This design comes from an exercise in tuning for small area, a short achievable clock period and few clock cycles per item on the open sky130 flow, not from production work. Where RTL was checked, it was by simulation tests only, not by an equivalence proof against the original.

==> trial 80: inputs <==
==> flow/design.v (excerpt) <==
module alu_iter #(
    parameter int XLEN = 32
) (
    input  logic            clk,
    input  logic            rst,
    input  logic            in_valid,
    output logic            in_ready,
    input  logic [XLEN-1:0] read_data1,
    input  logic [XLEN-1:0] read_data2,
    input  logic [XLEN-1:0] imm,
    input  logic            ALUSrc,
    input  logic [1:0]      ALUOp,
    input  logic [2:0]      funct3,
    input  logic [6:0]      funct7,
    output logic            out_valid,
    input  logic            out_ready,
    output logic [XLEN-1:0] ALU_result,
    output logic            zero,
    output logic            illegal
);
export LEC_CHECK = 0
export CAP_MARGIN = 20
export CORE_MARGIN = 2
export CORE_UTILIZATION = 40
export SETUP_SLACK_MARGIN = 2.5
export SLEW_MARGIN = 20
create_clock -name core_clock -period 8.0 [get_ports {clk}]
run.sh (not shown) runs the stock make flow with config.mk's settings and CLKGATE_MAP_FILE= SYNTH_SCRIPT=/design/flow/synth_recipe.tcl, a recipe that flattens the netlist after the stock synthesis.
==> build 98: changes against trial 80 <==
- SETUP_SLACK_MARGIN: 2.5 -> unset
==> notes.md <==
item	trial 80	build 98
Result of the run	complete, no violations	complete, no violations
Area taken by multi-input logic gates	0.0154 mm²	0.0143 mm²
Post-CTS Setup Repair Bufs	51	0
Fin nets	3010	2945
Count of TritonRoute iterations in the first routing pass	9	10
Maximum number of pins on one net before global-route repair	64	52
Area after DPL	0.0211 mm²	0.0211 mm²
Least-Margin Pin Slew	1190 ps	1260 ps
Logic depth of the worst setup path including buffers	24	23
Area of all placed cells without fillers	0.0235 mm²	0.0215 mm²
Worst reg2reg path endpoint	lo_q[29]	lo_q[24]
Worst-case setup slack after placement	133 ps	-189 ps
Final weighted congestion of routability-driven global placement	1.11	1.10
Post-route core utilization	54.4%	49.7%
Maximum net fanout on the critical path	5	6
No functional check of the RTL was part of any run of this note.

==> job 7637 <==
Another version of the RTL of alu_iter (not shown whole).
==> flow/config.mk <==
export PLATFORM = sky130hd
export DESIGN_NAME = alu_iter
export DESIGN_NICKNAME = alu_iter
export VERILOG_FILES = /design/flow/design.v
export SDC_FILE = /design/flow/constraint.sdc
export NUM_CORES = 4
export LEC_CHECK = 0
export CAP_MARGIN = 20
export CORE_MARGIN = 2
export CORE_UTILIZATION = 40
export SETUP_SLACK_MARGIN = 3.0
export SLEW_MARGIN = 20
==> flow/constraint.sdc <==
create_clock -name core_clock -period 8.0 [get_ports {clk}]
set_input_delay 1.6000 -clock core_clock [delete_from_list [all_inputs] [get_ports {clk}]]
set_output_delay 1.6000 -clock core_clock [all_outputs]
set_load 0.01 [all_outputs]
==> job 100: changes against job 7637 <==
- SETUP_SLACK_MARGIN: 3.0 -> 3.5
==> notes.md <==
status complete, no violations; Resized cells post-CTS 385; clock buf count 20; Non-CTS buffers 469; fmax 204 MHz; CP startpoint ph_q[5]; detailed-route via count 27,274; hold path start k_ill; gpl congestion 1.01; worst path arrival time 5140 ps; DR WL met3 16,300 µm; Final Cycle Share 61.1%
(the above is from job 100)
==> notes.md <==
status complete, no violations; final hold slack 566 ps; hold path start out_valid_q; final count of hold timing violations 0; Final Cycle Share 62.3%; detailed-route via count 26,201; fmax 201 MHz; gpl congestion 1.02; number of well taps 765; Resized cells post-CTS 93; met2 routed WL 49,700 µm; worst path arrival time 5230 ps; Non-CTS buffers 355; CP startpoint ph_q[3]; initial DRC count 3,810
(the above is from job 7637)
Testbench counts of job 7637, summed over its fixed seeds: cycles 54,217, items 16,000.
Testbench counts of job 100, summed over its fixed seeds: cycles 54,217, items 16,000.

==> amber <==
alu_iter, a different RTL version from the one above (not shown whole).
Settings: LEC_CHECK=0, CAP_MARGIN=20, CORE_MARGIN=2, CORE_UTILIZATION=40, SETUP_SLACK_MARGIN=3.0, SLEW_MARGIN=20; clock period 8.0 ns.
==> indigo: changes against amber <==
--- a/flow/design.v
+++ b/flow/design.v
@@ -37,16 +37,18 @@
     logic [5:0]  ph_q;           
     logic [31:0] a_q, b_q;       
     logic        out_valid_q;
     logic        illegal_q;
     logic [31:0] lo_q;           
+    logic        out_hi_q;       
     logic [31:0] hi_q;           
     logic [4:0]  cnt_q;          
     logic k_sum, k_slt, k_xor, k_or, k_and, k_sh, k_mul, k_div, k_ill;
     logic k_inv, k_sext, k_sll, k_sra;
     logic k_as, k_hi, k_more;              
     logic k_dz;                            
+    logic xinv_q, yinv_q;                  
     logic k_rem, k_aneg, k_bneg;           
     logic [31:0] op_a, op_b;
     assign op_a = read_data1;
     assign op_b = ALUSrc ? imm : read_data2;
     logic is_r, is_i, base_tab, alt, md;
@@ -72,72 +74,72 @@
     assign in_mul  = ph_q[alu_pkg::P_MUL];
     assign in_d1   = ph_q[alu_pkg::P_D1];
     assign in_d2   = ph_q[alu_pkg::P_D2];
     assign in_div  = ph_q[alu_pkg::P_DIV];
     assign in_fin  = ph_q[alu_pkg::P_FIN];
-    logic div_go, div_fix;
-    assign div_go  = k_div && !k_dz;
+    logic [6:0] i0_d;
+    logic div_go, div_fix, div_z;
+    assign div_z   = k_div && !k_dz && i0_d[6];    
+    assign div_go  = k_div && !k_dz && !i0_d[6];
     assign div_fix = k_rem ? k_aneg : (k_aneg ^ k_bneg);
-    logic cnt7, cnt8, cnt0, mul_top;
+    logic cnt7, cnt8, cnt0;
     assign cnt7    = (cnt_q == 5'd7);
     assign cnt8    = (cnt_q == 5'd8);
     assign cnt0    = (cnt_q == 5'd0);
-    assign mul_top = cnt7 && k_hi && !k_more;       
     logic free, done, step, fin, capture;
     assign free    = !out_valid_q || out_ready;
     assign done    = (in_idle && !k_mul && !div_go) ||
                      (in_mul && ((cnt7 && !k_more) || cnt8)) ||
                      ((in_d2 || in_div) && cnt0 && !div_fix) || in_fin;
     assign step    = v1_q && free;
     assign fin     = step && done;
     assign in_ready = !v1_q || (done && free);
     assign capture = in_valid && in_ready;
     logic        a_neg_in, b_neg_in, bz_in;
-    logic [5:0]  lz_b, lz_a, lz_b_q, lz_a_q;
-    logic [6:0]  i0_d;
+    logic [5:0]  lz_b, lz_a;
+    logic [6:0]  i0_in, i0_q;
     logic [4:0]  i0;
     assign a_neg_in = !funct3[0] && op_a[31];
     assign b_neg_in = !funct3[0] && op_b[31];
     assign bz_in    = (op_b == 32'd0);
-    alu_lzc32 u_lz_b (.x(b_neg_in ? ~op_b : op_b), .lz(lz_b));
+    alu_lzc32 u_lz_b (.x((b_neg_in ? ~op_b : op_b) | 32'd1), .lz(lz_b));
     alu_lzc32 u_lz_a (.x(a_neg_in ? ~op_a : op_a), .lz(lz_a));
-    assign i0_d = {1'b0, lz_b_q} - {1'b0, lz_a_q} + {6'd0, k_aneg};
-    assign i0   = i0_d[6] ? 5'd0 : (i0_d[5] ? 5'd31 : i0_d[4:0]);
+    assign i0_in = {1'b0, lz_b} - {1'b0, lz_a} + {6'd0, a_neg_in};
+    assign i0_d  = i0_q;
+    assign i0   = i0_d[4:0];      
     function automatic logic [5:0] booth2(input logic [3:0] b, input logic bm);
         booth2 = {b[3] && !(b[2] && b[1]), b[2] ^ b[1],
                   (b[3] && !b[2] && !b[1]) || (!b[3] && b[2] && b[1]),
                   b[1] && !(b[0] && bm), b[0] ^ bm,
                   (b[1] && !b[0] && !bm) || (!b[1] && b[0] && bm)};
     endfunction
     logic [5:0] bd_q;
     logic       n0, o0, w0, n1, o1, w1;
     assign {n1, o1, w1, n0, o0, w0} = bd_q;
     logic [36:0] xv, yv, xo, yo, t;
-    logic        xinv, yinv;
+    logic        xinv, yinv;           
     logic [36:0] a_ext, pp0, pp1, mx, my, mz;
     assign a_ext = {{5{k_as && a_q[31]}}, a_q};
     assign pp0   = w0 ? {a_ext[35:0], 1'b0} : (o0 ? a_ext : '0);
     assign pp1   = w1 ? {a_ext[33:0], 3'b0} : (o1 ? {a_ext[34:0], 2'b0} : '0);
     assign mx    = in_mul ? {{5{hi_q[31]}}, hi_q} : '0;       
     assign my    = pp0 ^ {37{n0}};
     assign mz    = n1 ? {~pp1[36:2], 2'b11} : pp1;
     always_comb begin
-        xv = '0; yv = '0; xinv = 1'b0; yinv = 1'b0;
+        xv = '0; yv = '0;
         if (in_d2 || in_div) begin
             xv   = in_d2 ? {5'd0, hi_q} : {4'd0, hi_q, a_q[31]};
             yv   = {{5{k_bneg}}, b_q};
-            yinv = !k_bneg;
         end else if (in_fin) begin
             xv   = {5'd0, k_rem ? hi_q : a_q};
-            xinv = 1'b1;
         end else begin
             xv   = {{5{k_sext && a_q[31]}}, a_q};
             yv   = k_aneg ? '0 : {{5{k_sext && b_q[31]}}, b_q};
-            yinv = k_inv;
-            xinv = k_aneg;
         end
     end
+    assign xinv = xinv_q;
+    assign yinv = yinv_q;
     assign xo  = xv ^ {37{xinv}};
     assign yo  = yv ^ {37{yinv}};
     logic [36:0] cs_s, cs_c, ua, va, ap, ag;
     logic        cin;
     assign cs_s = mx ^ my ^ mz;
@@ -200,30 +202,26 @@
     assign q_bit = !t[36];
     assign r_nx  = q_bit ? t[31:0] : xv[31:0];
     assign q_nx  = in_d2 ? {sh_out[31:1], q_bit} : {a_q[30:0], q_bit};
     logic [31:0] mlo_nx;                    
     assign mlo_nx = {t[3:0], b_q[31:4]};
-    logic s_t, s_lt, s_xor, s_or, s_and, s_sh, s_ones, s_mlo, s_mtop, s_q, s_r;
+    logic s_t, s_lt, s_xor, s_or, s_and, s_sh, s_ones, s_q, s_a;
     always_comb begin
         s_t = 1'b0; s_lt = 1'b0; s_xor = 1'b0; s_or = 1'b0; s_and = 1'b0; s_sh = 1'b0;
-        s_ones = 1'b0; s_mlo = 1'b0; s_mtop = 1'b0; s_q = 1'b0; s_r = 1'b0;
+        s_ones = 1'b0; s_q = 1'b0; s_a = 1'b0;
         if (in_idle) begin
             s_t    = k_sum || (k_dz && k_rem);
             s_lt   = k_slt;
             s_xor  = k_xor;
             s_or   = k_or;
             s_and  = k_and;
             s_sh   = k_sh;
             s_ones = k_dz && !k_rem;
-        end else if (in_mul) begin
-            s_t    = cnt8;
-            s_mtop = mul_top;
-            s_mlo  = !cnt8 && !mul_top;
+            s_a    = div_z && k_rem;
         end else if (in_d2 || in_div) begin
-            s_r    = k_rem;
             s_q    = !k_rem;
-        end else begin
+        end else if (in_fin) begin
             s_t    = 1'b1;
         end
     end
     logic [31:0] lo_d;
     assign lo_d = ({32{s_t}}    & t[31:0])
@@ -231,14 +229,12 @@
                 | ({32{s_xor}}  & ap[31:0])
                 | ({32{s_or}}   & (ap[31:0] | ag[31:0]))
                 | ({32{s_and}}  & ag[31:0])
                 | ({32{s_sh}}   & sh_out)
                 | ({32{s_ones}})
-                | ({32{s_mlo}}  & mlo_nx)
-                | ({32{s_mtop}} & t[35:4])
-                | ({32{s_q}}    & q_nx)
-                | ({32{s_r}}    & r_nx);
+                | ({32{s_a}}    & a_q)
+                | ({32{s_q}}    & q_nx);
     always_ff @(posedge clk or posedge rst) begin
         if (rst) begin
             v1_q        <= 1'b0;
             ph_q        <= 6'd1 << alu_pkg::P_IDLE;
             out_valid_q <= 1'b0;
@@ -261,10 +257,11 @@
         end
     end
     always_ff @(posedge clk) begin
         if (fin) begin
             lo_q      <= lo_d;
+            out_hi_q  <= k_mul || ((in_d2 || in_div) && k_rem);
             illegal_q <= in_idle && k_ill;
         end
         if (capture) begin
             a_q    <= op_a;
             b_q    <= op_b;
@@ -284,12 +281,11 @@
             k_as   <= funct3[1] ^ funct3[0];               
             k_hi   <= funct3[1] | funct3[0];               
             k_more <= funct3[1] && op_b[31];               
             k_rem  <= funct3[1];
             k_dz   <= d_div && bz_in;
-            lz_a_q <= lz_a;
-            lz_b_q <= lz_b;
+            i0_q   <= i0_in;
             k_aneg <= d_div && a_neg_in && !bz_in;
             k_bneg <= d_div && b_neg_in;
         end else if (step) begin
             if (in_idle && k_aneg)
                 a_q <= t[31:0];                             
@@ -302,19 +298,26 @@
             if (in_idle)              cnt_q <= k_mul ? 5'd1 : i0;
             else if (k_mul)           cnt_q <= cnt_q + 5'd1;
             else if (in_d2 || in_div) cnt_q <= cnt_q - 5'd1;
         end
         if (step)
-            hi_q <= (in_d1 || (in_idle && k_div)) ? sh_out : ((in_d2 || in_div) ? r_nx : t[35:4]);
+            hi_q <= (in_d1 || (in_idle && k_div)) ? sh_out :
+                    (in_d2 || in_div) ? r_nx :
+                    (in_mul && cnt8)  ? t[31:0] :
+                    (in_mul && cnt7 && !k_hi && !k_more) ? mlo_nx : t[35:4];
+        if (capture)
+            {xinv_q, yinv_q} <= {d_div && a_neg_in && !bz_in, d_sub || d_slt};
+        else if (step)
+            {xinv_q, yinv_q} <= (in_fin || ((in_d2 || in_div) && cnt0)) ? 2'b10 : {1'b0, !k_bneg};
         if (capture)
             bd_q <= booth2(op_b[3:0], 1'b0);
         else if (step)
             bd_q <= booth2((in_mul && cnt7) ? 4'd0 : b_q[7:4], b_q[3]);
     end
     assign out_valid  = out_valid_q;
-    assign ALU_result = lo_q;
-    assign zero       = (lo_q == 32'd0);
+    assign ALU_result = out_hi_q ? hi_q : lo_q;
+    assign zero       = (ALU_result == 32'd0);
     assign illegal    = illegal_q;
 endmodule
 module alu_lzc32 (
     input  logic [31:0] x,
     output logic [5:0]  lz
--- a/flow/config.mk
+++ b/flow/config.mk
@@ -6,7 +6,7 @@
 export NUM_CORES = 4
 export LEC_CHECK = 0
 export CAP_MARGIN = 20
 export CORE_MARGIN = 2
 export CORE_UTILIZATION = 40
-export SETUP_SLACK_MARGIN = 3.0
+export SETUP_SLACK_MARGIN = 2.5
 export SLEW_MARGIN = 20
==> lagoon: changes against amber <==
--- a/flow/design.v
+++ b/flow/design.v
@@ -37,16 +37,18 @@
     logic [5:0]  ph_q;           
     logic [31:0] a_q, b_q;       
     logic        out_valid_q;
     logic        illegal_q;
     logic [31:0] lo_q;           
+    logic        out_hi_q;       
     logic [31:0] hi_q;           
     logic [4:0]  cnt_q;          
     logic k_sum, k_slt, k_xor, k_or, k_and, k_sh, k_mul, k_div, k_ill;
     logic k_inv, k_sext, k_sll, k_sra;
     logic k_as, k_hi, k_more;              
     logic k_dz;                            
+    logic xinv_q, yinv_q;                  
     logic k_rem, k_aneg, k_bneg;           
     logic [31:0] op_a, op_b;
     assign op_a = read_data1;
     assign op_b = ALUSrc ? imm : read_data2;
     logic is_r, is_i, base_tab, alt, md;
@@ -72,72 +74,72 @@
     assign in_mul  = ph_q[alu_pkg::P_MUL];
     assign in_d1   = ph_q[alu_pkg::P_D1];
     assign in_d2   = ph_q[alu_pkg::P_D2];
     assign in_div  = ph_q[alu_pkg::P_DIV];
     assign in_fin  = ph_q[alu_pkg::P_FIN];
-    logic div_go, div_fix;
-    assign div_go  = k_div && !k_dz;
+    logic [6:0] i0_d;
+    logic div_go, div_fix, div_z;
+    assign div_z   = k_div && !k_dz && i0_d[6];    
+    assign div_go  = k_div && !k_dz && !i0_d[6];
     assign div_fix = k_rem ? k_aneg : (k_aneg ^ k_bneg);
-    logic cnt7, cnt8, cnt0, mul_top;
+    logic cnt7, cnt8, cnt0;
     assign cnt7    = (cnt_q == 5'd7);
     assign cnt8    = (cnt_q == 5'd8);
     assign cnt0    = (cnt_q == 5'd0);
-    assign mul_top = cnt7 && k_hi && !k_more;       
     logic free, done, step, fin, capture;
     assign free    = !out_valid_q || out_ready;
     assign done    = (in_idle && !k_mul && !div_go) ||
                      (in_mul && ((cnt7 && !k_more) || cnt8)) ||
                      ((in_d2 || in_div) && cnt0 && !div_fix) || in_fin;
     assign step    = v1_q && free;
     assign fin     = step && done;
     assign in_ready = !v1_q || (done && free);
     assign capture = in_valid && in_ready;
     logic        a_neg_in, b_neg_in, bz_in;
-    logic [5:0]  lz_b, lz_a, lz_b_q, lz_a_q;
-    logic [6:0]  i0_d;
+    logic [5:0]  lz_b, lz_a;
+    logic [6:0]  i0_in, i0_q;
     logic [4:0]  i0;
     assign a_neg_in = !funct3[0] && op_a[31];
     assign b_neg_in = !funct3[0] && op_b[31];
     assign bz_in    = (op_b == 32'd0);
-    alu_lzc32 u_lz_b (.x(b_neg_in ? ~op_b : op_b), .lz(lz_b));
+    alu_lzc32 u_lz_b (.x((b_neg_in ? ~op_b : op_b) | 32'd1), .lz(lz_b));
     alu_lzc32 u_lz_a (.x(a_neg_in ? ~op_a : op_a), .lz(lz_a));
-    assign i0_d = {1'b0, lz_b_q} - {1'b0, lz_a_q} + {6'd0, k_aneg};
-    assign i0   = i0_d[6] ? 5'd0 : (i0_d[5] ? 5'd31 : i0_d[4:0]);
+    assign i0_in = {1'b0, lz_b} - {1'b0, lz_a} + {6'd0, a_neg_in};
+    assign i0_d  = i0_q;
+    assign i0   = i0_d[4:0];      
     function automatic logic [5:0] booth2(input logic [3:0] b, input logic bm);
         booth2 = {b[3] && !(b[2] && b[1]), b[2] ^ b[1],
                   (b[3] && !b[2] && !b[1]) || (!b[3] && b[2] && b[1]),
                   b[1] && !(b[0] && bm), b[0] ^ bm,
                   (b[1] && !b[0] && !bm) || (!b[1] && b[0] && bm)};
     endfunction
     logic [5:0] bd_q;
     logic       n0, o0, w0, n1, o1, w1;
     assign {n1, o1, w1, n0, o0, w0} = bd_q;
     logic [36:0] xv, yv, xo, yo, t;
-    logic        xinv, yinv;
+    logic        xinv, yinv;           
     logic [36:0] a_ext, pp0, pp1, mx, my, mz;
     assign a_ext = {{5{k_as && a_q[31]}}, a_q};
     assign pp0   = w0 ? {a_ext[35:0], 1'b0} : (o0 ? a_ext : '0);
     assign pp1   = w1 ? {a_ext[33:0], 3'b0} : (o1 ? {a_ext[34:0], 2'b0} : '0);
     assign mx    = in_mul ? {{5{hi_q[31]}}, hi_q} : '0;       
     assign my    = pp0 ^ {37{n0}};
     assign mz    = n1 ? {~pp1[36:2], 2'b11} : pp1;
     always_comb begin
-        xv = '0; yv = '0; xinv = 1'b0; yinv = 1'b0;
+        xv = '0; yv = '0;
         if (in_d2 || in_div) begin
             xv   = in_d2 ? {5'd0, hi_q} : {4'd0, hi_q, a_q[31]};
             yv   = {{5{k_bneg}}, b_q};
-            yinv = !k_bneg;
         end else if (in_fin) begin
             xv   = {5'd0, k_rem ? hi_q : a_q};
-            xinv = 1'b1;
         end else begin
             xv   = {{5{k_sext && a_q[31]}}, a_q};
             yv   = k_aneg ? '0 : {{5{k_sext && b_q[31]}}, b_q};
-            yinv = k_inv;
-            xinv = k_aneg;
         end
     end
+    assign xinv = xinv_q;
+    assign yinv = yinv_q;
     assign xo  = xv ^ {37{xinv}};
     assign yo  = yv ^ {37{yinv}};
     logic [36:0] cs_s, cs_c, ua, va, ap, ag;
     logic        cin;
     assign cs_s = mx ^ my ^ mz;
@@ -200,30 +202,26 @@
     assign q_bit = !t[36];
     assign r_nx  = q_bit ? t[31:0] : xv[31:0];
     assign q_nx  = in_d2 ? {sh_out[31:1], q_bit} : {a_q[30:0], q_bit};
     logic [31:0] mlo_nx;                    
     assign mlo_nx = {t[3:0], b_q[31:4]};
-    logic s_t, s_lt, s_xor, s_or, s_and, s_sh, s_ones, s_mlo, s_mtop, s_q, s_r;
+    logic s_t, s_lt, s_xor, s_or, s_and, s_sh, s_ones, s_q, s_a;
     always_comb begin
         s_t = 1'b0; s_lt = 1'b0; s_xor = 1'b0; s_or = 1'b0; s_and = 1'b0; s_sh = 1'b0;
-        s_ones = 1'b0; s_mlo = 1'b0; s_mtop = 1'b0; s_q = 1'b0; s_r = 1'b0;
+        s_ones = 1'b0; s_q = 1'b0; s_a = 1'b0;
         if (in_idle) begin
             s_t    = k_sum || (k_dz && k_rem);
             s_lt   = k_slt;
             s_xor  = k_xor;
             s_or   = k_or;
             s_and  = k_and;
             s_sh   = k_sh;
             s_ones = k_dz && !k_rem;
-        end else if (in_mul) begin
-            s_t    = cnt8;
-            s_mtop = mul_top;
-            s_mlo  = !cnt8 && !mul_top;
+            s_a    = div_z && k_rem;
         end else if (in_d2 || in_div) begin
-            s_r    = k_rem;
             s_q    = !k_rem;
-        end else begin
+        end else if (in_fin) begin
             s_t    = 1'b1;
         end
     end
     logic [31:0] lo_d;
     assign lo_d = ({32{s_t}}    & t[31:0])
@@ -231,14 +229,12 @@
                 | ({32{s_xor}}  & ap[31:0])
                 | ({32{s_or}}   & (ap[31:0] | ag[31:0]))
                 | ({32{s_and}}  & ag[31:0])
                 | ({32{s_sh}}   & sh_out)
                 | ({32{s_ones}})
-                | ({32{s_mlo}}  & mlo_nx)
-                | ({32{s_mtop}} & t[35:4])
-                | ({32{s_q}}    & q_nx)
-                | ({32{s_r}}    & r_nx);
+                | ({32{s_a}}    & a_q)
+                | ({32{s_q}}    & q_nx);
     always_ff @(posedge clk or posedge rst) begin
         if (rst) begin
             v1_q        <= 1'b0;
             ph_q        <= 6'd1 << alu_pkg::P_IDLE;
             out_valid_q <= 1'b0;
@@ -261,10 +257,11 @@
         end
     end
     always_ff @(posedge clk) begin
         if (fin) begin
             lo_q      <= lo_d;
+            out_hi_q  <= k_mul || ((in_d2 || in_div) && k_rem);
             illegal_q <= in_idle && k_ill;
         end
         if (capture) begin
             a_q    <= op_a;
             b_q    <= op_b;
@@ -284,12 +281,11 @@
             k_as   <= funct3[1] ^ funct3[0];               
             k_hi   <= funct3[1] | funct3[0];               
             k_more <= funct3[1] && op_b[31];               
             k_rem  <= funct3[1];
             k_dz   <= d_div && bz_in;
-            lz_a_q <= lz_a;
-            lz_b_q <= lz_b;
+            i0_q   <= i0_in;
             k_aneg <= d_div && a_neg_in && !bz_in;
             k_bneg <= d_div && b_neg_in;
         end else if (step) begin
             if (in_idle && k_aneg)
                 a_q <= t[31:0];                             
@@ -302,19 +298,26 @@
             if (in_idle)              cnt_q <= k_mul ? 5'd1 : i0;
             else if (k_mul)           cnt_q <= cnt_q + 5'd1;
             else if (in_d2 || in_div) cnt_q <= cnt_q - 5'd1;
         end
         if (step)
-            hi_q <= (in_d1 || (in_idle && k_div)) ? sh_out : ((in_d2 || in_div) ? r_nx : t[35:4]);
+            hi_q <= (in_d1 || (in_idle && k_div)) ? sh_out :
+                    (in_d2 || in_div) ? r_nx :
+                    (in_mul && cnt8)  ? t[31:0] :
+                    (in_mul && cnt7 && !k_hi && !k_more) ? mlo_nx : t[35:4];
+        if (capture)
+            {xinv_q, yinv_q} <= {d_div && a_neg_in && !bz_in, d_sub || d_slt};
+        else if (step)
+            {xinv_q, yinv_q} <= (in_fin || ((in_d2 || in_div) && cnt0)) ? 2'b10 : {1'b0, !k_bneg};
         if (capture)
             bd_q <= booth2(op_b[3:0], 1'b0);
         else if (step)
             bd_q <= booth2((in_mul && cnt7) ? 4'd0 : b_q[7:4], b_q[3]);
     end
     assign out_valid  = out_valid_q;
-    assign ALU_result = lo_q;
-    assign zero       = (lo_q == 32'd0);
+    assign ALU_result = out_hi_q ? hi_q : lo_q;
+    assign zero       = out_hi_q ? (hi_q == 32'd0) : (lo_q == 32'd0);
     assign illegal    = illegal_q;
 endmodule
 module alu_lzc32 (
     input  logic [31:0] x,
     output logic [5:0]  lz
--- a/flow/config.mk
+++ b/flow/config.mk
@@ -8,5 +8,6 @@
 export CAP_MARGIN = 20
 export CORE_MARGIN = 2
 export CORE_UTILIZATION = 40
 export SETUP_SLACK_MARGIN = 3.0
 export SLEW_MARGIN = 20
+export TNS_END_PERCENT = 5
==> harbor: changes against amber <==
--- a/flow/design.v
+++ b/flow/design.v
@@ -43,10 +43,11 @@
     logic [4:0]  cnt_q;          
     logic k_sum, k_slt, k_xor, k_or, k_and, k_sh, k_mul, k_div, k_ill;
     logic k_inv, k_sext, k_sll, k_sra;
     logic k_as, k_hi, k_more;              
     logic k_dz;                            
+    logic xinv_q, yinv_q;                  
     logic k_rem, k_aneg, k_bneg;           
     logic [31:0] op_a, op_b;
     assign op_a = read_data1;
     assign op_b = ALUSrc ? imm : read_data2;
     logic is_r, is_i, base_tab, alt, md;
@@ -72,12 +73,14 @@
     assign in_mul  = ph_q[alu_pkg::P_MUL];
     assign in_d1   = ph_q[alu_pkg::P_D1];
     assign in_d2   = ph_q[alu_pkg::P_D2];
     assign in_div  = ph_q[alu_pkg::P_DIV];
     assign in_fin  = ph_q[alu_pkg::P_FIN];
-    logic div_go, div_fix;
-    assign div_go  = k_div && !k_dz;
+    logic [6:0] i0_d;
+    logic div_go, div_fix, div_z;
+    assign div_z   = k_div && !k_dz && i0_d[6];    
+    assign div_go  = k_div && !k_dz && !i0_d[6];
     assign div_fix = k_rem ? k_aneg : (k_aneg ^ k_bneg);
     logic cnt7, cnt8, cnt0, mul_top;
     assign cnt7    = (cnt_q == 5'd7);
     assign cnt8    = (cnt_q == 5'd8);
     assign cnt0    = (cnt_q == 5'd0);
@@ -91,53 +94,50 @@
     assign fin     = step && done;
     assign in_ready = !v1_q || (done && free);
     assign capture = in_valid && in_ready;
     logic        a_neg_in, b_neg_in, bz_in;
     logic [5:0]  lz_b, lz_a, lz_b_q, lz_a_q;
-    logic [6:0]  i0_d;
     logic [4:0]  i0;
     assign a_neg_in = !funct3[0] && op_a[31];
     assign b_neg_in = !funct3[0] && op_b[31];
     assign bz_in    = (op_b == 32'd0);
-    alu_lzc32 u_lz_b (.x(b_neg_in ? ~op_b : op_b), .lz(lz_b));
+    alu_lzc32 u_lz_b (.x((b_neg_in ? ~op_b : op_b) | 32'd1), .lz(lz_b));
     alu_lzc32 u_lz_a (.x(a_neg_in ? ~op_a : op_a), .lz(lz_a));
     assign i0_d = {1'b0, lz_b_q} - {1'b0, lz_a_q} + {6'd0, k_aneg};
-    assign i0   = i0_d[6] ? 5'd0 : (i0_d[5] ? 5'd31 : i0_d[4:0]);
+    assign i0   = i0_d[4:0];      
     function automatic logic [5:0] booth2(input logic [3:0] b, input logic bm);
         booth2 = {b[3] && !(b[2] && b[1]), b[2] ^ b[1],
                   (b[3] && !b[2] && !b[1]) || (!b[3] && b[2] && b[1]),
                   b[1] && !(b[0] && bm), b[0] ^ bm,
                   (b[1] && !b[0] && !bm) || (!b[1] && b[0] && bm)};
     endfunction
     logic [5:0] bd_q;
     logic       n0, o0, w0, n1, o1, w1;
     assign {n1, o1, w1, n0, o0, w0} = bd_q;
     logic [36:0] xv, yv, xo, yo, t;
-    logic        xinv, yinv;
+    logic        xinv, yinv;           
     logic [36:0] a_ext, pp0, pp1, mx, my, mz;
     assign a_ext = {{5{k_as && a_q[31]}}, a_q};
     assign pp0   = w0 ? {a_ext[35:0], 1'b0} : (o0 ? a_ext : '0);
     assign pp1   = w1 ? {a_ext[33:0], 3'b0} : (o1 ? {a_ext[34:0], 2'b0} : '0);
     assign mx    = in_mul ? {{5{hi_q[31]}}, hi_q} : '0;       
     assign my    = pp0 ^ {37{n0}};
     assign mz    = n1 ? {~pp1[36:2], 2'b11} : pp1;
     always_comb begin
-        xv = '0; yv = '0; xinv = 1'b0; yinv = 1'b0;
+        xv = '0; yv = '0;
         if (in_d2 || in_div) begin
             xv   = in_d2 ? {5'd0, hi_q} : {4'd0, hi_q, a_q[31]};
             yv   = {{5{k_bneg}}, b_q};
-            yinv = !k_bneg;
         end else if (in_fin) begin
             xv   = {5'd0, k_rem ? hi_q : a_q};
-            xinv = 1'b1;
         end else begin
             xv   = {{5{k_sext && a_q[31]}}, a_q};
             yv   = k_aneg ? '0 : {{5{k_sext && b_q[31]}}, b_q};
-            yinv = k_inv;
-            xinv = k_aneg;
         end
     end
+    assign xinv = xinv_q;
+    assign yinv = yinv_q;
     assign xo  = xv ^ {37{xinv}};
     assign yo  = yv ^ {37{yinv}};
     logic [36:0] cs_s, cs_c, ua, va, ap, ag;
     logic        cin;
     assign cs_s = mx ^ my ^ mz;
@@ -200,22 +200,23 @@
     assign q_bit = !t[36];
     assign r_nx  = q_bit ? t[31:0] : xv[31:0];
     assign q_nx  = in_d2 ? {sh_out[31:1], q_bit} : {a_q[30:0], q_bit};
     logic [31:0] mlo_nx;                    
     assign mlo_nx = {t[3:0], b_q[31:4]};
-    logic s_t, s_lt, s_xor, s_or, s_and, s_sh, s_ones, s_mlo, s_mtop, s_q, s_r;
+    logic s_t, s_lt, s_xor, s_or, s_and, s_sh, s_ones, s_mlo, s_mtop, s_q, s_r, s_a;
     always_comb begin
         s_t = 1'b0; s_lt = 1'b0; s_xor = 1'b0; s_or = 1'b0; s_and = 1'b0; s_sh = 1'b0;
-        s_ones = 1'b0; s_mlo = 1'b0; s_mtop = 1'b0; s_q = 1'b0; s_r = 1'b0;
+        s_ones = 1'b0; s_mlo = 1'b0; s_mtop = 1'b0; s_q = 1'b0; s_r = 1'b0; s_a = 1'b0;
         if (in_idle) begin
             s_t    = k_sum || (k_dz && k_rem);
             s_lt   = k_slt;
             s_xor  = k_xor;
             s_or   = k_or;
             s_and  = k_and;
             s_sh   = k_sh;
             s_ones = k_dz && !k_rem;
+            s_a    = div_z && k_rem;
         end else if (in_mul) begin
             s_t    = cnt8;
             s_mtop = mul_top;
             s_mlo  = !cnt8 && !mul_top;
         end else if (in_d2 || in_div) begin
@@ -231,10 +232,11 @@
                 | ({32{s_xor}}  & ap[31:0])
                 | ({32{s_or}}   & (ap[31:0] | ag[31:0]))
                 | ({32{s_and}}  & ag[31:0])
                 | ({32{s_sh}}   & sh_out)
                 | ({32{s_ones}})
+                | ({32{s_a}}    & a_q)
                 | ({32{s_mlo}}  & mlo_nx)
                 | ({32{s_mtop}} & t[35:4])
                 | ({32{s_q}}    & q_nx)
                 | ({32{s_r}}    & r_nx);
     always_ff @(posedge clk or posedge rst) begin
@@ -304,10 +306,14 @@
             else if (in_d2 || in_div) cnt_q <= cnt_q - 5'd1;
         end
         if (step)
             hi_q <= (in_d1 || (in_idle && k_div)) ? sh_out : ((in_d2 || in_div) ? r_nx : t[35:4]);
         if (capture)
+            {xinv_q, yinv_q} <= {d_div && a_neg_in && !bz_in, d_sub || d_slt};
+        else if (step)
+            {xinv_q, yinv_q} <= (in_fin || ((in_d2 || in_div) && cnt0)) ? 2'b10 : {1'b0, !k_bneg};
+        if (capture)
             bd_q <= booth2(op_b[3:0], 1'b0);
         else if (step)
             bd_q <= booth2((in_mul && cnt7) ? 4'd0 : b_q[7:4], b_q[3]);
     end
     assign out_valid  = out_valid_q;
--- a/flow/config.mk
+++ b/flow/config.mk
@@ -5,8 +5,9 @@
 export SDC_FILE = /design/flow/constraint.sdc
 export NUM_CORES = 4
 export LEC_CHECK = 0
 export CAP_MARGIN = 20
 export CORE_MARGIN = 2
-export CORE_UTILIZATION = 40
+export CORE_UTILIZATION = 55
+export PLACE_DENSITY = 0.7
 export SETUP_SLACK_MARGIN = 3.0
 export SLEW_MARGIN = 20
==> notes.md <==
Sequential share of layout area: lagoon < harbor < amber < indigo. Count of clock-buffer cells in the layout is the same in indigo and amber. Against lagoon, the final area of amber is smaller by about 1.4%.
Testbench counts of amber, summed over its fixed seeds: cycles 54,469, items 16,000.
Testbench counts of indigo, summed over its fixed seeds: cycles 54,217, items 16,000.
Testbench counts of lagoon, summed over its fixed seeds: cycles 54,217, items 16,000.
Testbench counts of harbor, summed over its fixed seeds: cycles 54,217, items 16,000.

afterwards: timing with drivers on the ports:
The results above use ideal ports. As a check the final layouts listed here were re-extracted and re-timed, cells and wires unchanged.
Step 1, drivers: a clkbuf_16 drives clk and a buf_2 each remaining input, both assumed.
Step 2 adds t to the input delays and takes it off the output delays; t is the mean of the earliest and latest rising clock arrival at the registers after step 1. Input paths then give back, and output paths get back, about the clock's delay inside the block.
Slacks: no drivers / after step 1 / after step 2; pairs: no drivers / after step 1.
run	t (ns)	setup slack, ns	hold slack, ns
trial 80	0.455	0.967 / 0.995 / 0.540	0.684 / 0.684 / 0.684
build 98	0.428	0.210 / 0.240 / -0.188	0.729 / 0.729 / 0.729
job 7637	0.587	3.013 / 2.976 / 2.578	0.566 / 0.566 / 0.566
job 100	0.579	3.109 / 3.109 / 2.656	0.568 / 0.568 / 0.568
amber	0.568	3.070 / 3.070 / 2.808	0.536 / 0.536 / 0.536
indigo	0.577	2.564 / 2.564 / 2.192	0.545 / 0.545 / 0.545
lagoon	0.550	2.832 / 2.767 / 2.385	0.542 / 0.542 / 0.542
harbor	0.548	2.788 / 2.788 / 2.788	0.558 / 0.558 / 0.558
Met with ideal ports but missed after step 2: setup timing in build 98. For job 100, which loses most, drivers alone change the setup slack by 0.000 ns; drivers and shift together by -0.453 ns.
